What follows belongs to an exercise in optimizing a design on an open flow for small area, a short achievable clock period and few clock cycles; a production flow would make more cautious choices. In this exercise RTL edits were held to simulation tests only and were not proved equivalent to the original.

===== flow/run.sh =====
#!/bin/bash
set -euo pipefail
MARGIN=6.5
sed -E "s/SETUP_SLACK_MARGIN=[-0-9.]+/SETUP_SLACK_MARGIN=${MARGIN}/" standard.sh > standard_margin.sh
grep -q "SETUP_SLACK_MARGIN=${MARGIN}" standard_margin.sh
bash standard_margin.sh > standard.log 2>&1

===== standard.sh =====
#!/bin/bash
# synth_recipe.tcl (not shown) runs the flow's synth.tcl, then flattens the netlist and writes it again
# the make line also repeats each setting of config.mk as NAME=value (left out here)
make -C /OpenROAD-flow-scripts/flow DESIGN_CONFIG=/design/flow/config.mk WORK_HOME=/design/flow/orfs CLKGATE_MAP_FILE= SYNTH_SCRIPT=/design/flow/synth_recipe.tcl "${@:-finish}"

===== config.mk =====
export PLATFORM = sky130hd
export DESIGN_NAME = cnn_conv_engine
export DESIGN_NICKNAME = cnn_conv_engine
export VERILOG_FILES = /design/flow/design.v
export SDC_FILE = /design/flow/constraint.sdc
export NUM_CORES = 4
export LEC_CHECK = 0
export CAP_MARGIN = 20
export CORE_MARGIN = 2
export CORE_UTILIZATION = 70
export PLACE_DENSITY = 0.82
export SETUP_SLACK_MARGIN = 5
export SLEW_MARGIN = 20

===== constraint.sdc =====
create_clock -name core_clock -period 10.5 [get_ports {clk_i}]
set_input_delay 2.1000 -clock core_clock [delete_from_list [all_inputs] [get_ports {clk_i}]]
set_output_delay 2.1000 -clock core_clock [all_outputs]
set_load 0.01 [all_outputs]

===== design.v =====
package cnn_pkg;
   typedef enum logic [2:0] {S_IDLE, S_LOAD_K, S_FETCH, S_WRITE, S_ERR, S_DONE} state_e;
   function automatic integer k_taps(input integer k);
      k_taps = k * k;
   endfunction
   function automatic logic signed [63:0] sat_hi(input integer w);
      sat_hi = (64'sd1 <<< (w - 1)) - 64'sd1;
   endfunction
   function automatic logic signed [63:0] sat_lo(input integer w);
      sat_lo = -(64'sd1 <<< (w - 1));
   endfunction
endpackage
module cnn_mac_sat
#(
   parameter int DATA_W = 16,
   parameter int ACC_W  = 35
) (
   input  logic [ACC_W-1:0]  acc_i,
   input  logic [4:0]        shift_i,
   output logic [DATA_W-1:0] res_o
);
   localparam int HW = ACC_W - DATA_W + 1;    
   logic [ACC_W+DATA_W-2:0] ext;
   logic [DATA_W-1:0]       win;
   logic [HW-1:0]           diff, above;
   logic                    sgn, ovf;
   assign sgn  = acc_i[ACC_W-1];
   assign ext  = {{(DATA_W-1){sgn}}, acc_i};
   assign win  = DATA_W'(ext >> shift_i);
   always_comb begin
      for (int k = 0; k < HW; k++) begin
         diff[k]  = acc_i[DATA_W-1+k] ^ sgn;
         above[k] = 5'(k) >= shift_i;
      end
   end
   assign ovf   = |(diff & above);
   assign res_o = ovf ? {sgn, {(DATA_W-1){~sgn}}} : win;
endmodule
module cnn_mul (
   input  logic [7:0]  neg_i,
   input  logic [7:0]  one_i,
   input  logic [7:0]  two_i,
   input  logic [15:0] b_i,
   output logic [34:0] s_o,
   output logic [34:0] c_o
);
   logic x_0_0, x_0_1, x_0_2, x_0_3, x_0_4, x_0_5, x_0_6, x_0_7, x_0_8, x_0_9, x_0_10, x_0_11, x_0_12, x_0_13, x_0_14, x_0_15, x_0_16, x_1_0, x_1_1, x_1_2, x_1_3, x_1_4, x_1_5, x_1_6, x_1_7, x_1_8, x_1_9, x_1_10, x_1_11, x_1_12, x_1_13, x_1_14, x_1_15, x_1_16, x_2_0, x_2_1, x_2_2, x_2_3, x_2_4, x_2_5, x_2_6, x_2_7, x_2_8, x_2_9, x_2_10, x_2_11, x_2_12, x_2_13, x_2_14, x_2_15, x_2_16, x_3_0, x_3_1, x_3_2, x_3_3, x_3_4, x_3_5, x_3_6, x_3_7, x_3_8, x_3_9, x_3_10, x_3_11, x_3_12, x_3_13, x_3_14, x_3_15, x_3_16, x_4_0, x_4_1, x_4_2, x_4_3, x_4_4, x_4_5, x_4_6, x_4_7, x_4_8, x_4_9, x_4_10, x_4_11, x_4_12, x_4_13, x_4_14, x_4_15, x_4_16, x_5_0, x_5_1, x_5_2, x_5_3, x_5_4, x_5_5, x_5_6, x_5_7, x_5_8, x_5_9, x_5_10, x_5_11, x_5_12, x_5_13, x_5_14, x_5_15, x_5_16, x_6_0, x_6_1, x_6_2, x_6_3, x_6_4, x_6_5, x_6_6, x_6_7, x_6_8, x_6_9, x_6_10, x_6_11, x_6_12, x_6_13, x_6_14, x_6_15, x_6_16, x_7_0, x_7_1, x_7_2, x_7_3, x_7_4, x_7_5, x_7_6, x_7_7, x_7_8, x_7_9, x_7_10, x_7_11, x_7_12, x_7_13, x_7_14, x_7_15, x_7_16, hs0, hc0, hs1, hc1, fs0, fc0, hs2, hc2, fs1, fc1, hs3, hc3, fs2, fc2, fs3, fc3, hs4, hc4, fs4, fc4, fs5, fc5, hs5, hc5, fs6, fc6, fs7, fc7, hs6, hc6, fs8, fc8, fs9, fc9, fs10, fc10, hs7, hc7, fs11, fc11, hs8, hc8, hs9, hc9, hs10, hc10, fs12, fc12, hs11, hc11, fs13, fc13, hs12, hc12, fs14, fc14, fs15, fc15, fs16, fc16, fs17, fc17, fs18, fc18, fs19, fc19, fs20, fc20, fs21, fc21, fs22, fc22, fs23, fc23, fs24, fc24, fs25, fc25, fs26, fc26, fs27, fc27, fs28, fc28, fs29, fc29, fs30, fc30, fs31, fc31, fs32, fc32, fs33, fc33, fs34, fc34, fs35, fc35, fs36, fc36, fs37, fc37, fs38, fc38, hs13, hc13, fs39, fc39, hs14, hc14, hs15, hc15, hs16, hc16, fs40, fc40, fs41, fc41, fs42, fc42, fs43, fc43, fs44, fc44, fs45, fc45, fs46, fc46, fs47, fc47, fs48, fc48, fs49, fc49, fs50, fc50, fs51, fc51, fs52, fc52, fs53, fc53, fs54, fc54, fs55, fc55, fs56, fc56, fs57, fc57, fs58, fc58, fs59, fc59, hs17, hc17, hs18, hc18, hs19, hc19, fs60, fc60, fs61, fc61, fs62, fc62, fs63, fc63, fs64, fc64, fs65, fc65, fs66, fc66, fs67, fc67, fs68, fc68, fs69, fc69, fs70, fc70, fs71, fc71, fs72, fc72, fs73, fc73, fs74, fc74, fs75, fc75, fs76, fc76, fs77, fc77, fs78, fc78, fs79, fc79, fs80, fc80, fs81, fc81, fs82, fc82, fs83, fc83, hs20, hc20;
   assign x_0_0 = ((one_i[0] & b_i[0])) ^ neg_i[0];
   assign x_0_1 = ((one_i[0] & b_i[1]) | (two_i[0] & b_i[0])) ^ neg_i[0];
   assign x_0_2 = ((one_i[0] & b_i[2]) | (two_i[0] & b_i[1])) ^ neg_i[0];
   assign x_0_3 = ((one_i[0] & b_i[3]) | (two_i[0] & b_i[2])) ^ neg_i[0];
   assign x_0_4 = ((one_i[0] & b_i[4]) | (two_i[0] & b_i[3])) ^ neg_i[0];
   assign x_0_5 = ((one_i[0] & b_i[5]) | (two_i[0] & b_i[4])) ^ neg_i[0];
   assign x_0_6 = ((one_i[0] & b_i[6]) | (two_i[0] & b_i[5])) ^ neg_i[0];
   assign x_0_7 = ((one_i[0] & b_i[7]) | (two_i[0] & b_i[6])) ^ neg_i[0];
   assign x_0_8 = ((one_i[0] & b_i[8]) | (two_i[0] & b_i[7])) ^ neg_i[0];
   assign x_0_9 = ((one_i[0] & b_i[9]) | (two_i[0] & b_i[8])) ^ neg_i[0];
   assign x_0_10 = ((one_i[0] & b_i[10]) | (two_i[0] & b_i[9])) ^ neg_i[0];
   assign x_0_11 = ((one_i[0] & b_i[11]) | (two_i[0] & b_i[10])) ^ neg_i[0];
   assign x_0_12 = ((one_i[0] & b_i[12]) | (two_i[0] & b_i[11])) ^ neg_i[0];
   assign x_0_13 = ((one_i[0] & b_i[13]) | (two_i[0] & b_i[12])) ^ neg_i[0];
   assign x_0_14 = ((one_i[0] & b_i[14]) | (two_i[0] & b_i[13])) ^ neg_i[0];
   assign x_0_15 = ((one_i[0] & b_i[15]) | (two_i[0] & b_i[14])) ^ neg_i[0];
   assign x_0_16 = ~(((one_i[0] & b_i[15]) | (two_i[0] & b_i[15])) ^ neg_i[0]);
   assign x_1_0 = ((one_i[1] & b_i[0])) ^ neg_i[1];
   assign x_1_1 = ((one_i[1] & b_i[1]) | (two_i[1] & b_i[0])) ^ neg_i[1];
   assign x_1_2 = ((one_i[1] & b_i[2]) | (two_i[1] & b_i[1])) ^ neg_i[1];
   assign x_1_3 = ((one_i[1] & b_i[3]) | (two_i[1] & b_i[2])) ^ neg_i[1];
   assign x_1_4 = ((one_i[1] & b_i[4]) | (two_i[1] & b_i[3])) ^ neg_i[1];
   assign x_1_5 = ((one_i[1] & b_i[5]) | (two_i[1] & b_i[4])) ^ neg_i[1];
   assign x_1_6 = ((one_i[1] & b_i[6]) | (two_i[1] & b_i[5])) ^ neg_i[1];
   assign x_1_7 = ((one_i[1] & b_i[7]) | (two_i[1] & b_i[6])) ^ neg_i[1];
   assign x_1_8 = ((one_i[1] & b_i[8]) | (two_i[1] & b_i[7])) ^ neg_i[1];
   assign x_1_9 = ((one_i[1] & b_i[9]) | (two_i[1] & b_i[8])) ^ neg_i[1];
   assign x_1_10 = ((one_i[1] & b_i[10]) | (two_i[1] & b_i[9])) ^ neg_i[1];
   assign x_1_11 = ((one_i[1] & b_i[11]) | (two_i[1] & b_i[10])) ^ neg_i[1];
   assign x_1_12 = ((one_i[1] & b_i[12]) | (two_i[1] & b_i[11])) ^ neg_i[1];
   assign x_1_13 = ((one_i[1] & b_i[13]) | (two_i[1] & b_i[12])) ^ neg_i[1];
   assign x_1_14 = ((one_i[1] & b_i[14]) | (two_i[1] & b_i[13])) ^ neg_i[1];
   assign x_1_15 = ((one_i[1] & b_i[15]) | (two_i[1] & b_i[14])) ^ neg_i[1];
   assign x_1_16 = ~(((one_i[1] & b_i[15]) | (two_i[1] & b_i[15])) ^ neg_i[1]);
   assign x_2_0 = ((one_i[2] & b_i[0])) ^ neg_i[2];
   assign x_2_1 = ((one_i[2] & b_i[1]) | (two_i[2] & b_i[0])) ^ neg_i[2];
   assign x_2_2 = ((one_i[2] & b_i[2]) | (two_i[2] & b_i[1])) ^ neg_i[2];
   assign x_2_3 = ((one_i[2] & b_i[3]) | (two_i[2] & b_i[2])) ^ neg_i[2];
   assign x_2_4 = ((one_i[2] & b_i[4]) | (two_i[2] & b_i[3])) ^ neg_i[2];
   assign x_2_5 = ((one_i[2] & b_i[5]) | (two_i[2] & b_i[4])) ^ neg_i[2];
   assign x_2_6 = ((one_i[2] & b_i[6]) | (two_i[2] & b_i[5])) ^ neg_i[2];
   assign x_2_7 = ((one_i[2] & b_i[7]) | (two_i[2] & b_i[6])) ^ neg_i[2];
   assign x_2_8 = ((one_i[2] & b_i[8]) | (two_i[2] & b_i[7])) ^ neg_i[2];
   assign x_2_9 = ((one_i[2] & b_i[9]) | (two_i[2] & b_i[8])) ^ neg_i[2];
   assign x_2_10 = ((one_i[2] & b_i[10]) | (two_i[2] & b_i[9])) ^ neg_i[2];
   assign x_2_11 = ((one_i[2] & b_i[11]) | (two_i[2] & b_i[10])) ^ neg_i[2];
   assign x_2_12 = ((one_i[2] & b_i[12]) | (two_i[2] & b_i[11])) ^ neg_i[2];
   assign x_2_13 = ((one_i[2] & b_i[13]) | (two_i[2] & b_i[12])) ^ neg_i[2];
   assign x_2_14 = ((one_i[2] & b_i[14]) | (two_i[2] & b_i[13])) ^ neg_i[2];
   assign x_2_15 = ((one_i[2] & b_i[15]) | (two_i[2] & b_i[14])) ^ neg_i[2];
   assign x_2_16 = ~(((one_i[2] & b_i[15]) | (two_i[2] & b_i[15])) ^ neg_i[2]);
   assign x_3_0 = ((one_i[3] & b_i[0])) ^ neg_i[3];
   assign x_3_1 = ((one_i[3] & b_i[1]) | (two_i[3] & b_i[0])) ^ neg_i[3];
   assign x_3_2 = ((one_i[3] & b_i[2]) | (two_i[3] & b_i[1])) ^ neg_i[3];
   assign x_3_3 = ((one_i[3] & b_i[3]) | (two_i[3] & b_i[2])) ^ neg_i[3];
   assign x_3_4 = ((one_i[3] & b_i[4]) | (two_i[3] & b_i[3])) ^ neg_i[3];
   assign x_3_5 = ((one_i[3] & b_i[5]) | (two_i[3] & b_i[4])) ^ neg_i[3];
   assign x_3_6 = ((one_i[3] & b_i[6]) | (two_i[3] & b_i[5])) ^ neg_i[3];
   assign x_3_7 = ((one_i[3] & b_i[7]) | (two_i[3] & b_i[6])) ^ neg_i[3];
   assign x_3_8 = ((one_i[3] & b_i[8]) | (two_i[3] & b_i[7])) ^ neg_i[3];
   assign x_3_9 = ((one_i[3] & b_i[9]) | (two_i[3] & b_i[8])) ^ neg_i[3];
   assign x_3_10 = ((one_i[3] & b_i[10]) | (two_i[3] & b_i[9])) ^ neg_i[3];
   assign x_3_11 = ((one_i[3] & b_i[11]) | (two_i[3] & b_i[10])) ^ neg_i[3];
   assign x_3_12 = ((one_i[3] & b_i[12]) | (two_i[3] & b_i[11])) ^ neg_i[3];
   assign x_3_13 = ((one_i[3] & b_i[13]) | (two_i[3] & b_i[12])) ^ neg_i[3];
   assign x_3_14 = ((one_i[3] & b_i[14]) | (two_i[3] & b_i[13])) ^ neg_i[3];
   assign x_3_15 = ((one_i[3] & b_i[15]) | (two_i[3] & b_i[14])) ^ neg_i[3];
   assign x_3_16 = ~(((one_i[3] & b_i[15]) | (two_i[3] & b_i[15])) ^ neg_i[3]);
   assign x_4_0 = ((one_i[4] & b_i[0])) ^ neg_i[4];
   assign x_4_1 = ((one_i[4] & b_i[1]) | (two_i[4] & b_i[0])) ^ neg_i[4];
   assign x_4_2 = ((one_i[4] & b_i[2]) | (two_i[4] & b_i[1])) ^ neg_i[4];
   assign x_4_3 = ((one_i[4] & b_i[3]) | (two_i[4] & b_i[2])) ^ neg_i[4];
   assign x_4_4 = ((one_i[4] & b_i[4]) | (two_i[4] & b_i[3])) ^ neg_i[4];
   assign x_4_5 = ((one_i[4] & b_i[5]) | (two_i[4] & b_i[4])) ^ neg_i[4];
   assign x_4_6 = ((one_i[4] & b_i[6]) | (two_i[4] & b_i[5])) ^ neg_i[4];
   assign x_4_7 = ((one_i[4] & b_i[7]) | (two_i[4] & b_i[6])) ^ neg_i[4];
   assign x_4_8 = ((one_i[4] & b_i[8]) | (two_i[4] & b_i[7])) ^ neg_i[4];
   assign x_4_9 = ((one_i[4] & b_i[9]) | (two_i[4] & b_i[8])) ^ neg_i[4];
   assign x_4_10 = ((one_i[4] & b_i[10]) | (two_i[4] & b_i[9])) ^ neg_i[4];
   assign x_4_11 = ((one_i[4] & b_i[11]) | (two_i[4] & b_i[10])) ^ neg_i[4];
   assign x_4_12 = ((one_i[4] & b_i[12]) | (two_i[4] & b_i[11])) ^ neg_i[4];
   assign x_4_13 = ((one_i[4] & b_i[13]) | (two_i[4] & b_i[12])) ^ neg_i[4];
   assign x_4_14 = ((one_i[4] & b_i[14]) | (two_i[4] & b_i[13])) ^ neg_i[4];
   assign x_4_15 = ((one_i[4] & b_i[15]) | (two_i[4] & b_i[14])) ^ neg_i[4];
   assign x_4_16 = ~(((one_i[4] & b_i[15]) | (two_i[4] & b_i[15])) ^ neg_i[4]);
   assign x_5_0 = ((one_i[5] & b_i[0])) ^ neg_i[5];
   assign x_5_1 = ((one_i[5] & b_i[1]) | (two_i[5] & b_i[0])) ^ neg_i[5];
   assign x_5_2 = ((one_i[5] & b_i[2]) | (two_i[5] & b_i[1])) ^ neg_i[5];
   assign x_5_3 = ((one_i[5] & b_i[3]) | (two_i[5] & b_i[2])) ^ neg_i[5];
   assign x_5_4 = ((one_i[5] & b_i[4]) | (two_i[5] & b_i[3])) ^ neg_i[5];
   assign x_5_5 = ((one_i[5] & b_i[5]) | (two_i[5] & b_i[4])) ^ neg_i[5];
   assign x_5_6 = ((one_i[5] & b_i[6]) | (two_i[5] & b_i[5])) ^ neg_i[5];
   assign x_5_7 = ((one_i[5] & b_i[7]) | (two_i[5] & b_i[6])) ^ neg_i[5];
   assign x_5_8 = ((one_i[5] & b_i[8]) | (two_i[5] & b_i[7])) ^ neg_i[5];
   assign x_5_9 = ((one_i[5] & b_i[9]) | (two_i[5] & b_i[8])) ^ neg_i[5];
   assign x_5_10 = ((one_i[5] & b_i[10]) | (two_i[5] & b_i[9])) ^ neg_i[5];
   assign x_5_11 = ((one_i[5] & b_i[11]) | (two_i[5] & b_i[10])) ^ neg_i[5];
   assign x_5_12 = ((one_i[5] & b_i[12]) | (two_i[5] & b_i[11])) ^ neg_i[5];
   assign x_5_13 = ((one_i[5] & b_i[13]) | (two_i[5] & b_i[12])) ^ neg_i[5];
   assign x_5_14 = ((one_i[5] & b_i[14]) | (two_i[5] & b_i[13])) ^ neg_i[5];
   assign x_5_15 = ((one_i[5] & b_i[15]) | (two_i[5] & b_i[14])) ^ neg_i[5];
   assign x_5_16 = ~(((one_i[5] & b_i[15]) | (two_i[5] & b_i[15])) ^ neg_i[5]);
   assign x_6_0 = ((one_i[6] & b_i[0])) ^ neg_i[6];
   assign x_6_1 = ((one_i[6] & b_i[1]) | (two_i[6] & b_i[0])) ^ neg_i[6];
   assign x_6_2 = ((one_i[6] & b_i[2]) | (two_i[6] & b_i[1])) ^ neg_i[6];
   assign x_6_3 = ((one_i[6] & b_i[3]) | (two_i[6] & b_i[2])) ^ neg_i[6];
   assign x_6_4 = ((one_i[6] & b_i[4]) | (two_i[6] & b_i[3])) ^ neg_i[6];
   assign x_6_5 = ((one_i[6] & b_i[5]) | (two_i[6] & b_i[4])) ^ neg_i[6];
   assign x_6_6 = ((one_i[6] & b_i[6]) | (two_i[6] & b_i[5])) ^ neg_i[6];
   assign x_6_7 = ((one_i[6] & b_i[7]) | (two_i[6] & b_i[6])) ^ neg_i[6];
   assign x_6_8 = ((one_i[6] & b_i[8]) | (two_i[6] & b_i[7])) ^ neg_i[6];
   assign x_6_9 = ((one_i[6] & b_i[9]) | (two_i[6] & b_i[8])) ^ neg_i[6];
   assign x_6_10 = ((one_i[6] & b_i[10]) | (two_i[6] & b_i[9])) ^ neg_i[6];
   assign x_6_11 = ((one_i[6] & b_i[11]) | (two_i[6] & b_i[10])) ^ neg_i[6];
   assign x_6_12 = ((one_i[6] & b_i[12]) | (two_i[6] & b_i[11])) ^ neg_i[6];
   assign x_6_13 = ((one_i[6] & b_i[13]) | (two_i[6] & b_i[12])) ^ neg_i[6];
   assign x_6_14 = ((one_i[6] & b_i[14]) | (two_i[6] & b_i[13])) ^ neg_i[6];
   assign x_6_15 = ((one_i[6] & b_i[15]) | (two_i[6] & b_i[14])) ^ neg_i[6];
   assign x_6_16 = ~(((one_i[6] & b_i[15]) | (two_i[6] & b_i[15])) ^ neg_i[6]);
   assign x_7_0 = ((one_i[7] & b_i[0])) ^ neg_i[7];
   assign x_7_1 = ((one_i[7] & b_i[1]) | (two_i[7] & b_i[0])) ^ neg_i[7];
   assign x_7_2 = ((one_i[7] & b_i[2]) | (two_i[7] & b_i[1])) ^ neg_i[7];
   assign x_7_3 = ((one_i[7] & b_i[3]) | (two_i[7] & b_i[2])) ^ neg_i[7];
   assign x_7_4 = ((one_i[7] & b_i[4]) | (two_i[7] & b_i[3])) ^ neg_i[7];
   assign x_7_5 = ((one_i[7] & b_i[5]) | (two_i[7] & b_i[4])) ^ neg_i[7];
   assign x_7_6 = ((one_i[7] & b_i[6]) | (two_i[7] & b_i[5])) ^ neg_i[7];
   assign x_7_7 = ((one_i[7] & b_i[7]) | (two_i[7] & b_i[6])) ^ neg_i[7];
   assign x_7_8 = ((one_i[7] & b_i[8]) | (two_i[7] & b_i[7])) ^ neg_i[7];
   assign x_7_9 = ((one_i[7] & b_i[9]) | (two_i[7] & b_i[8])) ^ neg_i[7];
   assign x_7_10 = ((one_i[7] & b_i[10]) | (two_i[7] & b_i[9])) ^ neg_i[7];
   assign x_7_11 = ((one_i[7] & b_i[11]) | (two_i[7] & b_i[10])) ^ neg_i[7];
   assign x_7_12 = ((one_i[7] & b_i[12]) | (two_i[7] & b_i[11])) ^ neg_i[7];
   assign x_7_13 = ((one_i[7] & b_i[13]) | (two_i[7] & b_i[12])) ^ neg_i[7];
   assign x_7_14 = ((one_i[7] & b_i[14]) | (two_i[7] & b_i[13])) ^ neg_i[7];
   assign x_7_15 = ((one_i[7] & b_i[15]) | (two_i[7] & b_i[14])) ^ neg_i[7];
   assign x_7_16 = ~(((one_i[7] & b_i[15]) | (two_i[7] & b_i[15])) ^ neg_i[7]);
   assign hs0 = x_0_10 ^ x_1_8;
   assign hc0 = x_0_10 & x_1_8;
   assign hs1 = x_0_11 ^ x_1_9;
   assign hc1 = x_0_11 & x_1_9;
   assign fs0 = x_0_12 ^ x_1_10 ^ x_2_8;
   assign fc0 = (x_0_12 & x_1_10) | (x_0_12 & x_2_8) | (x_1_10 & x_2_8);
   assign hs2 = x_3_6 ^ x_4_4;
   assign hc2 = x_3_6 & x_4_4;
   assign fs1 = x_0_13 ^ x_1_11 ^ x_2_9;
   assign fc1 = (x_0_13 & x_1_11) | (x_0_13 & x_2_9) | (x_1_11 & x_2_9);
   assign hs3 = x_3_7 ^ x_4_5;
   assign hc3 = x_3_7 & x_4_5;
   assign fs2 = x_0_14 ^ x_1_12 ^ x_2_10;
   assign fc2 = (x_0_14 & x_1_12) | (x_0_14 & x_2_10) | (x_1_12 & x_2_10);
   assign fs3 = x_3_8 ^ x_4_6 ^ x_5_4;
   assign fc3 = (x_3_8 & x_4_6) | (x_3_8 & x_5_4) | (x_4_6 & x_5_4);
   assign hs4 = x_6_2 ^ x_7_0;
   assign hc4 = x_6_2 & x_7_0;
   assign fs4 = x_0_15 ^ x_1_13 ^ x_2_11;
   assign fc4 = (x_0_15 & x_1_13) | (x_0_15 & x_2_11) | (x_1_13 & x_2_11);
   assign fs5 = x_3_9 ^ x_4_7 ^ x_5_5;
   assign fc5 = (x_3_9 & x_4_7) | (x_3_9 & x_5_5) | (x_4_7 & x_5_5);
   assign hs5 = x_6_3 ^ x_7_1;
   assign hc5 = x_6_3 & x_7_1;
   assign fs6 = x_0_16 ^ x_1_14 ^ x_2_12;
   assign fc6 = (x_0_16 & x_1_14) | (x_0_16 & x_2_12) | (x_1_14 & x_2_12);
   assign fs7 = x_3_10 ^ x_4_8 ^ x_5_6;
   assign fc7 = (x_3_10 & x_4_8) | (x_3_10 & x_5_6) | (x_4_8 & x_5_6);
   assign hs6 = x_6_4 ^ x_7_2;
   assign hc6 = x_6_4 & x_7_2;
   assign fs8 = x_1_15 ^ x_2_13 ^ x_3_11;
   assign fc8 = (x_1_15 & x_2_13) | (x_1_15 & x_3_11) | (x_2_13 & x_3_11);
   assign fs9 = x_4_9 ^ x_5_7 ^ x_6_5;
   assign fc9 = (x_4_9 & x_5_7) | (x_4_9 & x_6_5) | (x_5_7 & x_6_5);
   assign fs10 = x_1_16 ^ x_2_14 ^ x_3_12;
   assign fc10 = (x_1_16 & x_2_14) | (x_1_16 & x_3_12) | (x_2_14 & x_3_12);
   assign hs7 = x_4_10 ^ x_5_8;
   assign hc7 = x_4_10 & x_5_8;
   assign fs11 = x_2_15 ^ x_3_13 ^ x_4_11;
   assign fc11 = (x_2_15 & x_3_13) | (x_2_15 & x_4_11) | (x_3_13 & x_4_11);
   assign hs8 = x_2_16 ^ x_3_14;
   assign hc8 = x_2_16 & x_3_14;
   assign hs9 = x_0_6 ^ x_1_4;
   assign hc9 = x_0_6 & x_1_4;
   assign hs10 = x_0_7 ^ x_1_5;
   assign hc10 = x_0_7 & x_1_5;
   assign fs12 = x_0_8 ^ x_1_6 ^ x_2_4;
   assign fc12 = (x_0_8 & x_1_6) | (x_0_8 & x_2_4) | (x_1_6 & x_2_4);
   assign hs11 = x_3_2 ^ x_4_0;
   assign hc11 = x_3_2 & x_4_0;
   assign fs13 = x_0_9 ^ x_1_7 ^ x_2_5;
   assign fc13 = (x_0_9 & x_1_7) | (x_0_9 & x_2_5) | (x_1_7 & x_2_5);
   assign hs12 = x_3_3 ^ x_4_1;
   assign hc12 = x_3_3 & x_4_1;
   assign fs14 = x_2_6 ^ x_3_4 ^ x_4_2;
   assign fc14 = (x_2_6 & x_3_4) | (x_2_6 & x_4_2) | (x_3_4 & x_4_2);
   assign fs15 = x_5_0 ^ neg_i[5] ^ hs0;
   assign fc15 = (x_5_0 & neg_i[5]) | (x_5_0 & hs0) | (neg_i[5] & hs0);
   assign fs16 = x_2_7 ^ x_3_5 ^ x_4_3;
   assign fc16 = (x_2_7 & x_3_5) | (x_2_7 & x_4_3) | (x_3_5 & x_4_3);
   assign fs17 = x_5_1 ^ hc0 ^ hs1;
   assign fc17 = (x_5_1 & hc0) | (x_5_1 & hs1) | (hc0 & hs1);
   assign fs18 = x_5_2 ^ x_6_0 ^ neg_i[6];
   assign fc18 = (x_5_2 & x_6_0) | (x_5_2 & neg_i[6]) | (x_6_0 & neg_i[6]);
   assign fs19 = hc1 ^ fs0 ^ hs2;
   assign fc19 = (hc1 & fs0) | (hc1 & hs2) | (fs0 & hs2);
   assign fs20 = x_5_3 ^ x_6_1 ^ fc0;
   assign fc20 = (x_5_3 & x_6_1) | (x_5_3 & fc0) | (x_6_1 & fc0);
   assign fs21 = hc2 ^ fs1 ^ hs3;
   assign fc21 = (hc2 & fs1) | (hc2 & hs3) | (fs1 & hs3);
   assign fs22 = neg_i[7] ^ fc1 ^ hc3;
   assign fc22 = (neg_i[7] & fc1) | (neg_i[7] & hc3) | (fc1 & hc3);
   assign fs23 = fs2 ^ fs3 ^ hs4;
   assign fc23 = (fs2 & fs3) | (fs2 & hs4) | (fs3 & hs4);
   assign fs24 = fc2 ^ fc3 ^ hc4;
   assign fc24 = (fc2 & fc3) | (fc2 & hc4) | (fc3 & hc4);
   assign fs25 = fs4 ^ fs5 ^ hs5;
   assign fc25 = (fs4 & fs5) | (fs4 & hs5) | (fs5 & hs5);
   assign fs26 = fc4 ^ fc5 ^ hc5;
   assign fc26 = (fc4 & fc5) | (fc4 & hc5) | (fc5 & hc5);
   assign fs27 = fs6 ^ fs7 ^ hs6;
   assign fc27 = (fs6 & fs7) | (fs6 & hs6) | (fs7 & hs6);
   assign fs28 = x_7_3 ^ fc6 ^ fc7;
   assign fc28 = (x_7_3 & fc6) | (x_7_3 & fc7) | (fc6 & fc7);
   assign fs29 = hc6 ^ fs8 ^ fs9;
   assign fc29 = (hc6 & fs8) | (hc6 & fs9) | (fs8 & fs9);
   assign fs30 = x_6_6 ^ x_7_4 ^ fc8;
   assign fc30 = (x_6_6 & x_7_4) | (x_6_6 & fc8) | (x_7_4 & fc8);
   assign fs31 = fc9 ^ fs10 ^ hs7;
   assign fc31 = (fc9 & fs10) | (fc9 & hs7) | (fs10 & hs7);
   assign fs32 = x_5_9 ^ x_6_7 ^ x_7_5;
   assign fc32 = (x_5_9 & x_6_7) | (x_5_9 & x_7_5) | (x_6_7 & x_7_5);
   assign fs33 = fc10 ^ hc7 ^ fs11;
   assign fc33 = (fc10 & hc7) | (fc10 & fs11) | (hc7 & fs11);
   assign fs34 = x_4_12 ^ x_5_10 ^ x_6_8;
   assign fc34 = (x_4_12 & x_5_10) | (x_4_12 & x_6_8) | (x_5_10 & x_6_8);
   assign fs35 = x_7_6 ^ fc11 ^ hs8;
   assign fc35 = (x_7_6 & fc11) | (x_7_6 & hs8) | (fc11 & hs8);
   assign fs36 = x_3_15 ^ x_4_13 ^ x_5_11;
   assign fc36 = (x_3_15 & x_4_13) | (x_3_15 & x_5_11) | (x_4_13 & x_5_11);
   assign fs37 = x_6_9 ^ x_7_7 ^ hc8;
   assign fc37 = (x_6_9 & x_7_7) | (x_6_9 & hc8) | (x_7_7 & hc8);
   assign fs38 = x_3_16 ^ x_4_14 ^ x_5_12;
   assign fc38 = (x_3_16 & x_4_14) | (x_3_16 & x_5_12) | (x_4_14 & x_5_12);
   assign hs13 = x_6_10 ^ x_7_8;
   assign hc13 = x_6_10 & x_7_8;
   assign fs39 = x_4_15 ^ x_5_13 ^ x_6_11;
   assign fc39 = (x_4_15 & x_5_13) | (x_4_15 & x_6_11) | (x_5_13 & x_6_11);
   assign hs14 = x_4_16 ^ x_5_14;
   assign hc14 = x_4_16 & x_5_14;
   assign hs15 = x_0_4 ^ x_1_2;
   assign hc15 = x_0_4 & x_1_2;
   assign hs16 = x_0_5 ^ x_1_3;
   assign hc16 = x_0_5 & x_1_3;
   assign fs40 = x_2_2 ^ x_3_0 ^ neg_i[3];
   assign fc40 = (x_2_2 & x_3_0) | (x_2_2 & neg_i[3]) | (x_3_0 & neg_i[3]);
   assign fs41 = x_2_3 ^ x_3_1 ^ hc9;
   assign fc41 = (x_2_3 & x_3_1) | (x_2_3 & hc9) | (x_3_1 & hc9);
   assign fs42 = neg_i[4] ^ hc10 ^ fs12;
   assign fc42 = (neg_i[4] & hc10) | (neg_i[4] & fs12) | (hc10 & fs12);
   assign fs43 = fc12 ^ hc11 ^ fs13;
   assign fc43 = (fc12 & hc11) | (fc12 & fs13) | (hc11 & fs13);
   assign fs44 = fc13 ^ hc12 ^ fs14;
   assign fc44 = (fc13 & hc12) | (fc13 & fs14) | (hc12 & fs14);
   assign fs45 = fc14 ^ fc15 ^ fs16;
   assign fc45 = (fc14 & fc15) | (fc14 & fs16) | (fc15 & fs16);
   assign fs46 = fc16 ^ fc17 ^ fs18;
   assign fc46 = (fc16 & fc17) | (fc16 & fs18) | (fc17 & fs18);
   assign fs47 = fc18 ^ fc19 ^ fs20;
   assign fc47 = (fc18 & fc19) | (fc18 & fs20) | (fc19 & fs20);
   assign fs48 = fc20 ^ fc21 ^ fs22;
   assign fc48 = (fc20 & fc21) | (fc20 & fs22) | (fc21 & fs22);
   assign fs49 = fc22 ^ fc23 ^ fs24;
   assign fc49 = (fc22 & fc23) | (fc22 & fs24) | (fc23 & fs24);
   assign fs50 = fc24 ^ fc25 ^ fs26;
   assign fc50 = (fc24 & fc25) | (fc24 & fs26) | (fc25 & fs26);
   assign fs51 = fc26 ^ fc27 ^ fs28;
   assign fc51 = (fc26 & fc27) | (fc26 & fs28) | (fc27 & fs28);
   assign fs52 = fc28 ^ fc29 ^ fs30;
   assign fc52 = (fc28 & fc29) | (fc28 & fs30) | (fc29 & fs30);
   assign fs53 = fc30 ^ fc31 ^ fs32;
   assign fc53 = (fc30 & fc31) | (fc30 & fs32) | (fc31 & fs32);
   assign fs54 = fc32 ^ fc33 ^ fs34;
   assign fc54 = (fc32 & fc33) | (fc32 & fs34) | (fc33 & fs34);
   assign fs55 = fc34 ^ fc35 ^ fs36;
   assign fc55 = (fc34 & fc35) | (fc34 & fs36) | (fc35 & fs36);
   assign fs56 = fc36 ^ fc37 ^ fs38;
   assign fc56 = (fc36 & fc37) | (fc36 & fs38) | (fc37 & fs38);
   assign fs57 = x_7_9 ^ fc38 ^ hc13;
   assign fc57 = (x_7_9 & fc38) | (x_7_9 & hc13) | (fc38 & hc13);
   assign fs58 = x_6_12 ^ x_7_10 ^ fc39;
   assign fc58 = (x_6_12 & x_7_10) | (x_6_12 & fc39) | (x_7_10 & fc39);
   assign fs59 = x_5_15 ^ x_6_13 ^ x_7_11;
   assign fc59 = (x_5_15 & x_6_13) | (x_5_15 & x_7_11) | (x_6_13 & x_7_11);
   assign hs17 = x_5_16 ^ x_6_14;
   assign hc17 = x_5_16 & x_6_14;
   assign hs18 = x_0_2 ^ x_1_0;
   assign hc18 = x_0_2 & x_1_0;
   assign hs19 = x_0_3 ^ x_1_1;
   assign hc19 = x_0_3 & x_1_1;
   assign fs60 = x_2_0 ^ neg_i[2] ^ hs15;
   assign fc60 = (x_2_0 & neg_i[2]) | (x_2_0 & hs15) | (neg_i[2] & hs15);
   assign fs61 = x_2_1 ^ hc15 ^ hs16;
   assign fc61 = (x_2_1 & hc15) | (x_2_1 & hs16) | (hc15 & hs16);
   assign fs62 = hs9 ^ hc16 ^ fs40;
   assign fc62 = (hs9 & hc16) | (hs9 & fs40) | (hc16 & fs40);
   assign fs63 = hs10 ^ fc40 ^ fs41;
   assign fc63 = (hs10 & fc40) | (hs10 & fs41) | (fc40 & fs41);
   assign fs64 = hs11 ^ fc41 ^ fs42;
   assign fc64 = (hs11 & fc41) | (hs11 & fs42) | (fc41 & fs42);
   assign fs65 = hs12 ^ fc42 ^ fs43;
   assign fc65 = (hs12 & fc42) | (hs12 & fs43) | (fc42 & fs43);
   assign fs66 = fs15 ^ fc43 ^ fs44;
   assign fc66 = (fs15 & fc43) | (fs15 & fs44) | (fc43 & fs44);
   assign fs67 = fs17 ^ fc44 ^ fs45;
   assign fc67 = (fs17 & fc44) | (fs17 & fs45) | (fc44 & fs45);
   assign fs68 = fs19 ^ fc45 ^ fs46;
   assign fc68 = (fs19 & fc45) | (fs19 & fs46) | (fc45 & fs46);
   assign fs69 = fs21 ^ fc46 ^ fs47;
   assign fc69 = (fs21 & fc46) | (fs21 & fs47) | (fc46 & fs47);
   assign fs70 = fs23 ^ fc47 ^ fs48;
   assign fc70 = (fs23 & fc47) | (fs23 & fs48) | (fc47 & fs48);
   assign fs71 = fs25 ^ fc48 ^ fs49;
   assign fc71 = (fs25 & fc48) | (fs25 & fs49) | (fc48 & fs49);
   assign fs72 = fs27 ^ fc49 ^ fs50;
   assign fc72 = (fs27 & fc49) | (fs27 & fs50) | (fc49 & fs50);
   assign fs73 = fs29 ^ fc50 ^ fs51;
   assign fc73 = (fs29 & fc50) | (fs29 & fs51) | (fc50 & fs51);
   assign fs74 = fs31 ^ fc51 ^ fs52;
   assign fc74 = (fs31 & fc51) | (fs31 & fs52) | (fc51 & fs52);
   assign fs75 = fs33 ^ fc52 ^ fs53;
   assign fc75 = (fs33 & fc52) | (fs33 & fs53) | (fc52 & fs53);
   assign fs76 = fs35 ^ fc53 ^ fs54;
   assign fc76 = (fs35 & fc53) | (fs35 & fs54) | (fc53 & fs54);
   assign fs77 = fs37 ^ fc54 ^ fs55;
   assign fc77 = (fs37 & fc54) | (fs37 & fs55) | (fc54 & fs55);
   assign fs78 = hs13 ^ fc55 ^ fs56;
   assign fc78 = (hs13 & fc55) | (hs13 & fs56) | (fc55 & fs56);
   assign fs79 = fs39 ^ fc56 ^ fs57;
   assign fc79 = (fs39 & fc56) | (fs39 & fs57) | (fc56 & fs57);
   assign fs80 = hs14 ^ fc57 ^ fs58;
   assign fc80 = (hs14 & fc57) | (hs14 & fs58) | (fc57 & fs58);
   assign fs81 = hc14 ^ fc58 ^ fs59;
   assign fc81 = (hc14 & fc58) | (hc14 & fs59) | (fc58 & fs59);
   assign fs82 = x_7_12 ^ fc59 ^ hs17;
   assign fc82 = (x_7_12 & fc59) | (x_7_12 & hs17) | (fc59 & hs17);
   assign fs83 = x_6_15 ^ x_7_13 ^ hc17;
   assign fc83 = (x_6_15 & x_7_13) | (x_6_15 & hc17) | (x_7_13 & hc17);
   assign hs20 = x_6_16 ^ x_7_14;
   assign hc20 = x_6_16 & x_7_14;
   assign s_o = {1'b0, 1'b0, 1'b0, 1'b0, x_7_16, x_7_15, fc83, fc82, fc81, fc80, fc79, fc78, fc77, fc76, fc75, fc74, fc73, fc72, fc71, fc70, fc69, fc68, fc67, fc66, fc65, fc64, fc63, fc62, fc61, fc60, hc19, hc18, neg_i[1], x_0_1, x_0_0};
   assign c_o = {1'b0, 1'b0, 1'b0, 1'b0, 1'b0, hc20, hs20, fs83, fs82, fs81, fs80, fs79, fs78, fs77, fs76, fs75, fs74, fs73, fs72, fs71, fs70, fs69, fs68, fs67, fs66, fs65, fs64, fs63, fs62, fs61, fs60, hs19, hs18, 1'b0, neg_i[0]};
endmodule
module cnn_conv_engine
#(
   parameter int DATA_W = 16,
   parameter int ADDR_W = 12,
   parameter int DIM_W  = 8,
   parameter int K      = 3,
   parameter int ACC_W  = 40
) (
   input  logic              clk_i,
   input  logic              rst_ni,
   input  logic              start_i,
   input  logic [ADDR_W-1:0] img_base_i,
   input  logic [ADDR_W-1:0] ker_base_i,
   input  logic [ADDR_W-1:0] out_base_i,
   input  logic [DIM_W-1:0]  img_w_i,
   input  logic [DIM_W-1:0]  img_h_i,
   input  logic [4:0]        shift_i,
   output logic              mem_rd_req_o,
   output logic              mem_wr_req_o,
   output logic [ADDR_W-1:0] mem_addr_o,
   output logic [DATA_W-1:0] mem_wdata_o,
   input  logic [DATA_W-1:0] mem_rdata_i,
   input  logic              mem_ready_i,
   output logic              busy_o,
   output logic              done_o,
   output logic              err_o
);
   localparam int AW = 2 * DATA_W + 3;
   localparam int LW = AW / 2 + 1;
   localparam int HW = AW - LW;
   localparam int ND = DATA_W / 2;       
   localparam logic [AW-1:0] BK   = AW'(((64'd1 << (2 * ND)) - 64'd1) / 64'd3) << DATA_W;
   localparam logic [AW-1:0] BWC9 = AW'(0) - AW'(9) * BK;
   logic              busy_q, kload_q, done_q, err_q, step_q;
   logic [DIM_W-1:0]  w_q, x_q, rem_q;    
   logic              last_q, odd_q;      
   logic [4:0]        shift_q;
   logic [5:0]        slot_q;             
   logic              oddm_q;             
   logic [2:0]        c3_q;               
   logic [1:0]        wcnt_q;
   logic              first_q, flush_q;
   logic [ADDR_W-1:0] ibase_q, raddr_q, wptr_q;
   logic [DATA_W-1:0] ker_q [9];
   logic [DATA_W-1:0] kv_q [3];           
   logic [DATA_W-1:0] res_q;
   logic [ND-1:0]     neg_q, one_q, two_q;
   logic [ND-1:0]     neg_n, one_n, two_n;
   logic [DATA_W:0]   pext;
   logic [AW-1:0]     p0_q [3];
   logic [AW-1:0]     p1_q [3];
   logic [2:0]        p0c_q, p1c_q;
   logic [AW-1:0]     ps_q [3];
   logic [AW-1:0]     pc_q [3];
   logic [2:0]        sel0_q, sel1_q, fresh_q;
   logic              row_q;
   logic              rd_q, wr_q;
   logic              lastcol_q, lastcol_nx;         
   logic [ADDR_W-1:0] rdelta_q, wdelta_q;
   logic [ADDR_W-1:0] addr_q;
   logic              busy_nx, kload_nx, oddm_nx, flush_nx, first_nx, last_nx, odd_nx;
   logic              run_nx, rds_nx, wrs_nx, wv_nx;
   logic [ADDR_W-1:0] rdelta_nx, wdelta_nx;
   logic [5:0]        slot_nx;
   logic [2:0]        c3_nx;
   logic [1:0]        wcnt_nx;
   logic [DIM_W-1:0]  x_nx, rem_nx;
   logic [ADDR_W-1:0] raddr_nx, wptr_nx;
   logic              accept, bad_dims, run, xz, lastcol;
   logic              rdreq, wrreq, adv, colend_c, jobend_c, col_end, job_end, kdone;
   logic [5:0]        slot_n;
   logic              oddm_n;
   logic [2:0]        c3_n;
   logic [2:0]        ky_n;
   logic              row, shft;
   logic [ADDR_W-1:0] w12, d_1m2w, d_1m3w, ow12, d_1mow, rdelta, wdelta;
   logic [AW-1:0]     ain [3];
   logic [AW-1:0]     sum [3];
   logic [2:0]        ainc, sumc;
   logic [AW-1:0]     cs_s [3];
   logic [AW-1:0]     cs_c [3];
   logic [AW-1:0]     pcap;
   logic              pcapc;
   logic [AW-1:0]     acap;
   logic              cap_en, cap_row, res_en;
   logic [AW-1:0]     cap_q;
   logic              capc_q;
   logic [AW-1:0]     ps [3];
   logic [AW-1:0]     pc [3];
   logic [DATA_W-1:0] kv_n [3];
   logic [DATA_W-1:0] sat;
   assign accept   = start_i & ~busy_q;
   assign bad_dims = img_w_i < DIM_W'(3) || img_h_i < DIM_W'(3);
   assign run      = busy_q & ~kload_q;
   assign lastcol  = lastcol_q;
   assign kdone    = kload_q & mem_ready_i & lastcol;
   assign xz       = wcnt_q == 2'd0;
   assign rdreq    = rd_q & ~kload_q;
   assign wrreq    = wr_q;
   assign adv      = ~(rd_q | wr_q) | mem_ready_i;
   assign colend_c = slot_q[5] | (slot_q[4] & odd_q) | (slot_q[3] & oddm_q);
   assign jobend_c = flush_q & (slot_q[4] | (slot_q[3] & oddm_q));
   assign col_end  = run & adv & colend_c & ~jobend_c;
   assign job_end  = run & adv & jobend_c;
   assign mem_rd_req_o = rd_q;
   assign mem_wr_req_o = wr_q;
   assign mem_addr_o   = addr_q;
   assign mem_wdata_o  = res_q;
   assign busy_o       = busy_q;
   assign done_o       = done_q;
   assign err_o        = err_q;
   assign w12    = ADDR_W'(w_q);
   assign d_1m2w = ADDR_W'(1) - (w12 << 1);
   assign d_1m3w = d_1m2w - w12;
   assign ow12   = w12 - ADDR_W'(2);
   assign d_1mow = ADDR_W'(3) - w12;
   assign rdelta = rdelta_q;
   assign wdelta = wdelta_q;
   assign row  = slot_q[0] | slot_q[5] | (slot_q[3] & ~oddm_q);
   assign shft = slot_q[1] | (slot_q[3] & ~oddm_q);
   always_comb begin
      slot_n = (colend_c | jobend_c) ? 6'b000001 : {slot_q[4:0], 1'b0};
      oddm_n = oddm_q;
      c3_n   = c3_q;
      if (colend_c) begin
         c3_n = {c3_q[1:0], c3_q[2]};
         if (!lastcol) oddm_n = odd_q;
         else if (!last_q) oddm_n = 1'b0;
      end
      ky_n[0] = slot_n[1] | (slot_n[3] & ~oddm_n);
      ky_n[1] = slot_n[2] | slot_n[5];
      ky_n[2] = slot_n[0] | slot_n[4] | (slot_n[3] & oddm_n);
      for (int j = 0; j < 3; j++) begin
         kv_n[j] = '0;
         for (int r = 0; r < 3; r++)
            for (int ky = 0; ky < 3; ky++)
               kv_n[j] = kv_n[j] | ({DATA_W{c3_q[r] & ky_n[ky]}} & ker_q[3 * ky + (r - j + 3) % 3]);
      end
   end
   always_comb begin
      pext = {mem_rdata_i, 1'b0};
      for (int i = 0; i < ND; i++) begin
         neg_n[i] = pext[2*i+2];
         one_n[i] = pext[2*i+1] ^ pext[2*i];
         two_n[i] = (pext[2*i+2] & ~pext[2*i+1] & ~pext[2*i]) | (~pext[2*i+2] & pext[2*i+1] & pext[2*i]);
      end
   end
   for (genvar j = 0; j < 3; j++) begin : g_mul
      cnn_mul u_mul (
         .neg_i (neg_q),
         .one_i (one_q),
         .two_i (two_q),
         .b_i   (kv_q[j]),
         .s_o   (ps[j]),
         .c_o   (pc[j])
      );
   end
   always_ff @(posedge clk_i) begin
      for (int j = 0; j < 3; j++) begin
         ps_q[j] <= ~ps[j];
         pc_q[j] <= ~pc[j];
      end
      row_q   <= row;
      fresh_q <= {3{shft}} & c3_q;
      sel0_q  <= {3{~row}} & ~({3{shft}} & c3_q);
      sel1_q  <= {3{row}} & ~({3{shft}} & c3_q);
   end
   always_comb begin
      for (int j = 0; j < 3; j++) begin
         ain[j]  = ({AW{fresh_q[j]}} & BWC9) | ({AW{sel1_q[j]}} & p1_q[j]) | ({AW{sel0_q[j]}} & p0_q[j]);
         ainc[j] = (sel1_q[j] & p1c_q[j]) | (sel0_q[j] & p0c_q[j]);
         cs_s[j] = ain[j] ^ ~ps_q[j] ^ ~pc_q[j];
         cs_c[j] = ((ain[j] & ~ps_q[j]) | (ain[j] & ~pc_q[j]) | (~ps_q[j] & ~pc_q[j])) << 1;
         {sumc[j], sum[j][LW-1:0]} = {1'b0, cs_s[j][LW-1:0]} + {1'b0, cs_c[j][LW-1:0]};
         sum[j][AW-1:LW] = HW'(({cs_s[j][AW-1:LW], ainc[j]} + {cs_c[j][AW-1:LW], 1'b1}) >> 1);
      end
   end
   assign cap_en  = (slot_q[0] & ~oddm_q) | (slot_q[1] & oddm_q) | (slot_q[2] & ~oddm_q);
   assign cap_row = slot_q[2];
   assign res_en  = (slot_q[1] & ~oddm_q) | (slot_q[3] & ~oddm_q) | (slot_q[2] & oddm_q);
   always_comb begin
      pcap  = '0;
      pcapc = 1'b0;
      for (int j = 0; j < 3; j++) begin
         pcap  = pcap | ({AW{c3_q[j]}} & (cap_row ? p1_q[j] : p0_q[j]));
         pcapc = pcapc | (c3_q[j] & (cap_row ? p1c_q[j] : p0c_q[j]));
      end
      acap = cap_q + (AW'(capc_q) << LW);
   end
   cnn_mac_sat #(.DATA_W(DATA_W), .ACC_W(AW)) u_sat (
      .acc_i   (acap),
      .shift_i (shift_q),
      .res_o   (sat)
   );
   always_comb begin
      busy_nx  = busy_q;
      kload_nx = kload_q;
      slot_nx  = slot_q;
      oddm_nx  = oddm_q;
      c3_nx    = c3_q;
      flush_nx = flush_q;
      wcnt_nx  = wcnt_q;
      first_nx = first_q;
      x_nx     = x_q;
      rem_nx   = rem_q;
      last_nx  = last_q;
      odd_nx   = odd_q;
      raddr_nx = raddr_q;
      wptr_nx  = wptr_q;
      if (accept) begin
         busy_nx  = ~bad_dims;
         kload_nx = ~bad_dims;
         slot_nx  = 6'b000001;
         oddm_nx  = 1'b0;
         c3_nx    = 3'b001;
         flush_nx = 1'b0;
         wcnt_nx  = '0;
         first_nx = 1'b1;
         x_nx     = DIM_W'(8);
         rem_nx   = img_h_i - DIM_W'(2);
         last_nx  = img_h_i <= DIM_W'(4);
         odd_nx   = img_h_i == DIM_W'(3);
         raddr_nx = ker_base_i;
         wptr_nx  = out_base_i;
      end else begin
         if (kload_q && mem_ready_i) begin
            raddr_nx = kdone ? ibase_q : raddr_q + rdelta;
            x_nx     = kdone ? w_q - 1'b1 : x_q - 1'b1;
            if (kdone) kload_nx = 1'b0;
         end
         if (rdreq && mem_ready_i) raddr_nx = raddr_q + rdelta;
         if (wrreq && mem_ready_i) wptr_nx = wptr_q + wdelta;
         if (job_end) busy_nx = 1'b0;
         if (run && adv) begin
            slot_nx = slot_n;
            oddm_nx = oddm_n;
            c3_nx   = c3_n;
         end
         if (col_end) begin
            if (lastcol) begin
               if (last_q) flush_nx = 1'b1;
               else begin
                  x_nx     = w_q - 1'b1;
                  wcnt_nx  = '0;
                  first_nx = 1'b0;
                  rem_nx   = rem_q - DIM_W'(2);
                  last_nx  = rem_q <= DIM_W'(4);
                  odd_nx   = rem_q == DIM_W'(3);
               end
            end else begin
               x_nx    = x_q - 1'b1;
               wcnt_nx = wcnt_q == 2'd3 ? 2'd3 : wcnt_q + 1'b1;
            end
         end
      end
      run_nx = busy_nx & ~kload_nx;
      rds_nx = slot_nx[0] | slot_nx[1] | (slot_nx[2] & oddm_nx) | (slot_nx[3] & ~oddm_nx) | slot_nx[5];
      wrs_nx = (slot_nx[2] & ~oddm_nx) | (slot_nx[3] & oddm_nx) | slot_nx[4];
      wv_nx  = flush_nx | (wcnt_nx == 2'd3) | ((wcnt_nx == 2'd0) & ~first_nx);
      lastcol_nx = x_nx == '0;
      if (kload_nx)                                   rdelta_nx = ADDR_W'(1);
      else if (slot_nx[5])                            rdelta_nx = lastcol_nx ? d_1m2w : d_1m3w;
      else if ((slot_nx[3] | slot_nx[2]) & odd_nx)    rdelta_nx = d_1m2w;
      else                                            rdelta_nx = w12;
      if (slot_nx[4])          wdelta_nx = (wcnt_nx == 2'd0) ? ADDR_W'(1) : d_1mow;
      else if (oddm_nx)        wdelta_nx = ADDR_W'(1);
      else                     wdelta_nx = ow12;
   end
   always_ff @(posedge clk_i or negedge rst_ni) begin
      if (!rst_ni) begin
         busy_q  <= 1'b0;
         kload_q <= 1'b0;
         done_q  <= 1'b0;
         err_q   <= 1'b0;
         step_q  <= 1'b0;
         rd_q    <= 1'b0;
         wr_q    <= 1'b0;
      end else begin
         step_q  <= run & adv;
         busy_q  <= busy_nx;
         kload_q <= kload_nx;
         done_q  <= (accept & bad_dims) | job_end;
         if (accept) err_q <= bad_dims;
         rd_q    <= kload_nx | (run_nx & rds_nx & ~flush_nx);
         wr_q    <= run_nx & wrs_nx & wv_nx;
      end
   end
   always_ff @(posedge clk_i) begin
      slot_q  <= slot_nx;
      oddm_q  <= oddm_nx;
      c3_q    <= c3_nx;
      flush_q <= flush_nx;
      wcnt_q  <= wcnt_nx;
      first_q <= first_nx;
      x_q     <= x_nx;
      rem_q   <= rem_nx;
      last_q  <= last_nx;
      odd_q   <= odd_nx;
      raddr_q <= raddr_nx;
      wptr_q  <= wptr_nx;
      addr_q  <= wrs_nx ? wptr_nx : raddr_nx;
      lastcol_q <= lastcol_nx;
      rdelta_q  <= rdelta_nx;
      wdelta_q  <= wdelta_nx;
      if (accept) begin
         w_q     <= img_w_i;
         shift_q <= shift_i;
         ibase_q <= img_base_i;
      end
      if (kload_q && mem_ready_i) begin
         for (int i = 0; i < 8; i++) ker_q[i] <= ker_q[i + 1];
         ker_q[8] <= mem_rdata_i;
      end
      if (rdreq && mem_ready_i) begin
         neg_q <= neg_n;
         one_q <= one_n;
         two_q <= two_n;
      end
      if (step_q) begin
         for (int j = 0; j < 3; j++) begin
            if (row_q) begin
               p1_q[j]  <= sum[j];
               p1c_q[j] <= sumc[j];
            end else begin
               p0_q[j]  <= sum[j];
               p0c_q[j] <= sumc[j];
            end
         end
      end
      if (run && adv) begin
         for (int j = 0; j < 3; j++) kv_q[j] <= kv_n[j];
         if (cap_en) begin
            cap_q  <= pcap;
            capc_q <= pcapc;
         end
         if (res_en) res_q <= sat;
      end
   end
endmodule

==> qor.csv, run 1 <==
stage,metric,value,unit
hold_path,beginning of the worst hold path,first_q,
clock_network,TritonCTS clock tree,done,
logic_synthesis,fraction of the yosys area taken by sequential cells,39.7,%
global_routing,gr ovfl total,0,
sta,total setup violations reported at the end of the flow,0,
critical_path,worst setup path startpoint,sel1_q[1],
critical_path,largest driver fanout on the critical path,18,
clock_network,clock transition at the register clock pins on the worst setup and hold paths after CTS,0.06,ns
drt,detailed-router iteration count before antenna repair,15,
hold_path,class of the worst hold path,reg2reg,
final_layout,combined flip-flop and latch cell area,21100,um^2
clock_network,Clock Root Buffer,sky130_fd_sc_hd__clkbuf_16,
global_routing,first-pass GRT wire length,230000,um
final_layout,ratio of cells with drive above 1 in the final layout,8.27,%
run_status,status,no timing/DRC/antenna violations,
logic_synthesis,synthesized instance count,4934,
flow_run,max_cap viols,0,
global_routing,pin count of the biggest net entering global routing,79,
sta,Fmax achieved,0.247,GHz
critical_path,Worst EP required,10.90,ns
place,worst setup slack before clock tree synthesis,4.77,ns
clock_network,clk buf depth,3,
drt,count of unresolved DRC violations after routing,0,
logic_synthesis,multiplexer fraction of the synthesized cell area,3.12,%
sta,worst-case setup margin in the final layout,6.45,ns
drt,average wire per standard cell,25.5,um
place,half-perimeter wire length of the detailed placement result,96600,um
logic_synthesis,"EDFF count, synth",518,
global_routing,overall track demand over capacity in global routing,37.9,%
place,IO buf count,109,
place,routability-driven placement congestion ratio,0.965,
logic_synthesis,share of the synthesized netlist area taken by xor and xnor gates,9.18,%
sta,clock skew after layout,0.0472,ns
clock_network,clock insertion delay at the later pin of the skew report,0.68,ns
floorplanning,area of the placeable core,74700,um^2
final_layout,filler cell count,4601,
logic_synthesis,Synth Area in Compound Gates,17.1,%
logic_synthesis,Post-Synth Adder-Cell Area,17.4,%
logic_synthesis,number of distinct standard cells referenced by the synthesized netlist,88,
global_routing,via count of the first global-routing pass,41200,
final_layout,"Net count, final",5465,
final_layout,Post-Route Utilization,78.2,%
final_layout,area taken by multi-input logic gates,28800,um^2
final_layout,area grow syn2layout,10.1,%
drt,post-DR vias/cell,6.97,
clock_network,Num CTS Buffers,85,
sta,slew at the pin closest to its max-slew limit,1.09,ns
floorplanning,full die area,78000,um^2
clock_network,number of levels in the clock H-tree,3,
logic_synthesis,Synth Flop Type,sky130_fd_sc_hd__edfxtp_1,
floorplanning,starting utilization of the core area,71.0,%
drt,number of DRC markers in iteration 0,6201,
clock_network,number of sinks on the clock net,791,
drt,drt total wl,150000,um
floorplanning,Die H,279,um
logic_synthesis,total nets after synthesis,5547,
critical_path,arrival time of data at the critical path endpoint,4.45,ns
critical_path,Setup CP Type,reg2reg,
sta,Worst slew margin,27.2,%
drt,post-route antenna net violation count,0,
sta,total negative slack,0,ns
logic_synthesis,synthesized area,53000,um^2
sta,setup repair after global routing missed its margin,yes,
sta,"Slew Viols, Final",0,
floorplanning,Top-Level Pins,110,
logic_synthesis,"post-synthesis share of cell area spent on and, or, nand and nor gates",6.71,%
critical_path,critical path endpoint category,register,
sta,minimum clock period after layout,4.05,ns
critical_path,Critical Path Start Type,register,
floorplanning,number of placement rows,100,
sta,final number of hold-violating endpoints,0,
logic_synthesis,dominant combinational cell family by area after synthesis,adder cells,
logic_synthesis,average instance area after synthesis,10.7,um^2
logic_synthesis,synthesis warning total,26,
drt,via count,41100,
global_routing,antenna violations before repair,4,
logic_synthesis,Async SR Flop Fraction,0.885,%
logic_synthesis,number of flip-flops and latches in the synthesized netlist,791,
critical_path,FF-to-FF Start,sel1_q[1],
sta,fraction of the cycle the final worst path needs,38.6,%
floorplanning,Chip Width,279,um
[final cells by class]
class                      instances  area share (%)
sequential                       791            36.1
antenna                            1         0.00429
tap                              969            2.08
clock buffer                     113            4.12
timing repair inverter             1          0.0150
clock inverter                    46           0.984
timing repair buffer             222            3.81
multi-input combinational       3197            49.3
inverter                         554            3.62
[placed cells by master, fill, tap and decap left out, drive strengths merged, types with 25 or more instances in the layout]
cell type and instances:
nand2 222, nor2 188, a22oi 499, o21a 25, xor2 119, nor2b 32, mux2i 108, xnor2 437
nand3 58, nand4 52, nor3 78, edfxtp 518, clkinv 32, dfxtp 266, inv 556, ha 200
buf 109, clkbuf 117, fa 336, o21ai 135, clkdlybuf4s50 108, a31oi 25, a21oi 125, a211oi 39
a222oi 168, mux2 29
[cell usage after synthesis, types with 18 or more instances]
| library cell | instances | area share [%] |
|---|---|---|
| sky130_fd_sc_hd__a211oi_1 | 38 | 0.54 |
| sky130_fd_sc_hd__a21o_1 | 22 | 0.31 |
| sky130_fd_sc_hd__a21oi_1 | 122 | 1.2 |
| sky130_fd_sc_hd__a222oi_1 | 168 | 3.2 |
| sky130_fd_sc_hd__a22oi_1 | 499 | 7.1 |
| sky130_fd_sc_hd__a31oi_1 | 25 | 0.29 |
| sky130_fd_sc_hd__and2_1 | 20 | 0.24 |
| sky130_fd_sc_hd__buf_1 | 45 | 0.32 |
| sky130_fd_sc_hd__clkbuf_1 | 328 | 2.3 |
| sky130_fd_sc_hd__dfxtp_1 | 266 | 10 |
| sky130_fd_sc_hd__edfxtp_1 | 518 | 29 |
| sky130_fd_sc_hd__fa_1 | 336 | 13 |
| sky130_fd_sc_hd__ha_1 | 200 | 4.7 |
| sky130_fd_sc_hd__inv_1 | 544 | 3.9 |
| sky130_fd_sc_hd__mux2_2 | 29 | 0.62 |
| sky130_fd_sc_hd__mux2i_1 | 108 | 2.0 |
| sky130_fd_sc_hd__nand2_1 | 222 | 1.6 |
| sky130_fd_sc_hd__nand2b_1 | 22 | 0.26 |
| sky130_fd_sc_hd__nand3_1 | 55 | 0.52 |
| sky130_fd_sc_hd__nand4_1 | 50 | 0.59 |
| sky130_fd_sc_hd__nor2_1 | 187 | 1.3 |
| sky130_fd_sc_hd__nor2b_1 | 32 | 0.38 |
| sky130_fd_sc_hd__nor3_1 | 76 | 0.72 |
| sky130_fd_sc_hd__o211ai_1 | 19 | 0.27 |
| sky130_fd_sc_hd__o21a_1 | 25 | 0.35 |
| sky130_fd_sc_hd__o21ai_0 | 134 | 1.3 |
| sky130_fd_sc_hd__o22ai_1 | 18 | 0.21 |
| sky130_fd_sc_hd__xnor2_1 | 437 | 7.2 |
| sky130_fd_sc_hd__xor2_1 | 119 | 2.0 |
[logic make-up after synthesis]
| kind of cell | Yosys count |
|---|---|
| compound gates | 1211 |
| fa+ha+maj | 536 |
| xor+xnor | 556 |
| mux | 148 |
| buf+inv | 947 |
| simple gates | 745 |
| flops | 791 |
[per-stage QoR]
stage          cell area, um^2  hold WS (ns)  std cells
6_report                 58400         0.488       5894
5_1_grt                  58400         0.527       5894
4_1_cts                  57900         0.485       5869
3_5_place_dp             54500         0.472       5696
3_3_place_gp             54500         0.468       5696
2_1_floorplan            53100         0.451       4934
[worst max-delay path: stages, from the launching register on]
cell and delay [ns]:
sky130_fd_sc_hd__dfxtp_2 0.40, sky130_fd_sc_hd__buf_12 0.22, sky130_fd_sc_hd__a22oi_1 0.22, sky130_fd_sc_hd__fa_1 0.55, sky130_fd_sc_hd__inv_1 0.04, sky130_fd_sc_hd__ha_1 0.28, sky130_fd_sc_hd__nor3_1 0.21, sky130_fd_sc_hd__o2111a_1 0.23
sky130_fd_sc_hd__nor3_2 0.07, sky130_fd_sc_hd__a41o_1 0.30, sky130_fd_sc_hd__o41ai_4 0.31, sky130_fd_sc_hd__buf_4 0.21, sky130_fd_sc_hd__o21ai_4 0.09, sky130_fd_sc_hd__o21a_1 0.20, sky130_fd_sc_hd__o211ai_1 0.29, sky130_fd_sc_hd__xor2_1 0.15
[worst paths after layout]
check	depth (start not counted)	slack, ns	end
worst max-delay path	15	6.45	p1_q[1][34]
worst min-delay path	2	0.49	first_q
worst max register to register	15	6.45	p1_q[1][34]
worst min register to register	2	0.49	first_q
max in group asynchronous	1	8.41	step_q
min in group asynchronous	1	1.75	done_q
[routing by layer]
metal / global-route usage (%) / up-vias / wire length [um]
li1: - / 17600 / -
met1: 48.1 / 19800 / 54000
met2: 60.8 / 2991 / 69400
met3: 9.61 / 645 / 18800
met4: 18.5 / 6 / 7970
met5: 0 / - / 31
[state kept, by name (all words and copies together) (netlist names), 11 cells and up]
name and flops:
kv_q 48, p0_q 105, raddr_q 12, cap_q 35, res_q 16, ps_q 91
p1_q 105, wptr_q 12, ker_q 144, pc_q 85, addr_q 12, ibase_q 12
rdelta_q 11
[timing repair]
| action | 4_1_cts | 5_1_grt |
|---|---|---|
| gates resized for setup | 80 | 46 |
| gates cloned | 3 | 4 |
| setup buffers | 11 | 18 |
| pin swaps | 7 | 20 |
| hold buffers | 0 | 0 |
| endpoints found under the setup margin | 209 | 87 |
Testbench counts, summed over its fixed seeds: cycles 58,378.
==> run 2: changes to the inputs <==
--- a/config.mk
+++ b/config.mk
@@ -9,4 +9,4 @@
 export CORE_MARGIN = 2
-export CORE_UTILIZATION = 70
-export PLACE_DENSITY = 0.82
+export CORE_UTILIZATION = 62
+export PLACE_DENSITY = 0.75
 export SETUP_SLACK_MARGIN = 5
==> run 2 against run 1 <==
Count of clock-buffer cells in the layout rose by 6. Setup slack improved by 0.13 ns. Synthesized area did not move. Critical endpoint is now p1_q[0][17].
==> qor.csv, run 2 <==
stage,metric,value,unit,change
run_status,status,no timing/DRC/antenna violations,,
drt,drt total wl,149000,um,-0.92%
critical_path,cell at the slowest stage of the critical path,sky130_fd_sc_hd__fa_2,,
final_layout,Reg with most FFs,ker_q,,
hold_path,class of the worst hold path,reg2reg,,
final_layout,most frequent standard cell in the layout excluding fill and tap cells,sky130_fd_sc_hd__inv_1,,
floorplanning,Top-Level Pins,110,,unchanged
global_routing,via count of the first global-routing pass,39600,,-4.0%
critical_path,cell family contributing the most delay on the critical path,compound AO/OA/AOI/OAI gates,,
logic_synthesis,average instance area after synthesis,10.7,um^2,unchanged
final_layout,final design area excluding fillers,58600,um^2,+0.32%
critical_path,worst setup path startpoint,sel0_q[0],,
drt,total routed wire length on the met1 layer,57700,um,+7.0%
place,Placed Instance Area,54700,um^2,+0.41%
critical_path,Worst EP required,10.89,ns,about the same
drt,count of unresolved DRC violations after routing,0,,unchanged
drt,DR WL met2,68900,um,-0.65%
place,half-perimeter wire length of the detailed placement result,97300,um,+0.66%
global_routing,overall track demand over capacity in global routing,33.6,%,-4.3 points
logic_synthesis,synthesized instance count,4934,,unchanged
logic_synthesis,cell type with the largest total area after synthesis,sky130_fd_sc_hd__edfxtp_1,,
global_routing,gr ovfl total,0,,unchanged
place,IO buf count,109,,unchanged
logic_synthesis,"EDFF count, synth",518,,unchanged
flow_run,max_cap viols,0,,unchanged
logic_synthesis,most common cell in the netlist,sky130_fd_sc_hd__inv_1,,
logic_synthesis,fraction of the yosys area taken by sequential cells,39.7,%,unchanged
clock_network,number of sinks on the clock net,791,,unchanged
global_routing,pin count of the biggest net entering global routing,79,,unchanged
clock_network,Num CTS Buffers,87,,+2.4%
global_routing,antenna violations before repair,2,,-2
logic_synthesis,synthesis warning total,26,,unchanged
critical_path,arrival time of data at the critical path endpoint,4.32,ns,-0.13 ns
logic_synthesis,Synth Flop Type,sky130_fd_sc_hd__edfxtp_1,,
critical_path,FF-to-FF Start,sel0_q[0],,
clock_network,Clock Root Buffer,sky130_fd_sc_hd__clkbuf_16,,
clock_network,clock transition at the register clock pins on the worst setup and hold paths after CTS,0.06,ns,about the same
floorplanning,number of placement rows,107,,+7.0%
sta,fraction of the cycle the final worst path needs,37.4,%,-1.2 points
final_layout,diode count,0,,-1
logic_synthesis,portion of synthesized cell area occupied by the leading cell type,29.3,%,unchanged
logic_synthesis,number of distinct standard cells referenced by the synthesized netlist,88,,unchanged
sta,Fmax achieved,0.255,GHz,+3.2%
floorplanning,Die H,296,um,+6.2%
run 2: kinds of logic (layout without fill, tap and decap cells):
kind of cell | count (synthesis) | in the layout | share of synthesized area, %
AO/OA/AOI/OAI | 1211 | 1211 | 17.1
XOR/XNOR | 556 | 556 | 9.18
adder cells (fa/ha/maj) | 536 | 536 | 17.4
buffers and inverters | 947 | 929 | 6.81
flip-flops | 791 | 791 | 39.7
multiplexers | 148 | 148 | 3.12
AND/OR/NAND/NOR | 745 | 745 | 6.71
run 2: path summary, 6_finish.rpt:
| kind | end | slack, ns | depth (start not counted) |
|---|---|---|---|
| max | p1_q[0][17] | 6.57 | 14 |
| max in group asynchronous | rd_q | 8.42 | 1 |
| max reg2reg | p1_q[0][17] | 6.57 | 14 |
| min | ker_q[2][4] | 0.51 | 0 |
| min in group asynchronous | done_q | 1.75 | 1 |
| min reg2reg | ker_q[2][4] | 0.51 | 0 |
run 2: area by class of cell:
cell class                 count  area share (%)
clock buffer                 119            4.25
tap                         1144            2.44
timing repair inverter         1          0.0150
timing repair buffer         214            3.53
clock inverter                41            1.03
inverter                     554            3.63
multi-input combinational   3196            49.1
sequential                   791            36.0
run 2: repair_timing:
action                     in CTS  in global routing
gates resized for setup        71                 48
hold endpoints to repair        0                  0
pin swaps                       6                 19
gates cloned                    3                  1
setup endpoints to repair     212                 81
buffers inserted               10                 14
run 2: through the flow:
step | util (%) | setup WS, ns | hold WS [ns] | std cells
after global routing | 68.9 | 6.40 | 0.519 | 6060
after CTS | 68.5 | 6.45 | 0.505 | 6044
after detailed placement | 64.3 | 4.82 | 0.490 | 5871
after global placement | 64.3 | 4.81 | 0.479 | 5871
after floorplan | - | 6.01 | 0.451 | 4934
final | 68.9 | 6.57 | 0.508 | 6060
run 2: per-layer routing:
metal | GRT usage (%) | vias to the layer above
met5 | 0 | -
met4 | 13.0 | 2
met3 | 7.75 | 423
met2 | 54.2 | 2366
met1 | 44.1 | 19500
li1 | - | 17600

re-timing with driven ports:
The flow's constraints put no driver on any port. The routed layouts listed below were extracted and timed again, unchanged, in two steps.
Step 1 assumes that a clkbuf_16 drives the clock port and a buf_2 every other input.
Step 2 times the ports against the registers' clock, not the clock port: input delays grow and output delays shrink by t, the midpoint of the rising clock arrivals with the driver on.
Slacks: no drivers / after step 1 / after step 2; pairs: no drivers / after step 1.
run | t, ns | slack for setup (ns) | worst register clock-pin slew, ns | pins driven straight from the clock port
run 1 | 0.727 | 6.445 / 6.445 / 5.795 | 0.07 / 0.07 | 1
run 2 | 0.730 | 6.571 / 6.536 / 5.877 | 0.07 / 0.07 | 1
After both steps every run listed still meets setup and hold. For run 2, which loses most, drivers alone change the setup slack by -0.035 ns; drivers and shift together by -0.694 ns.
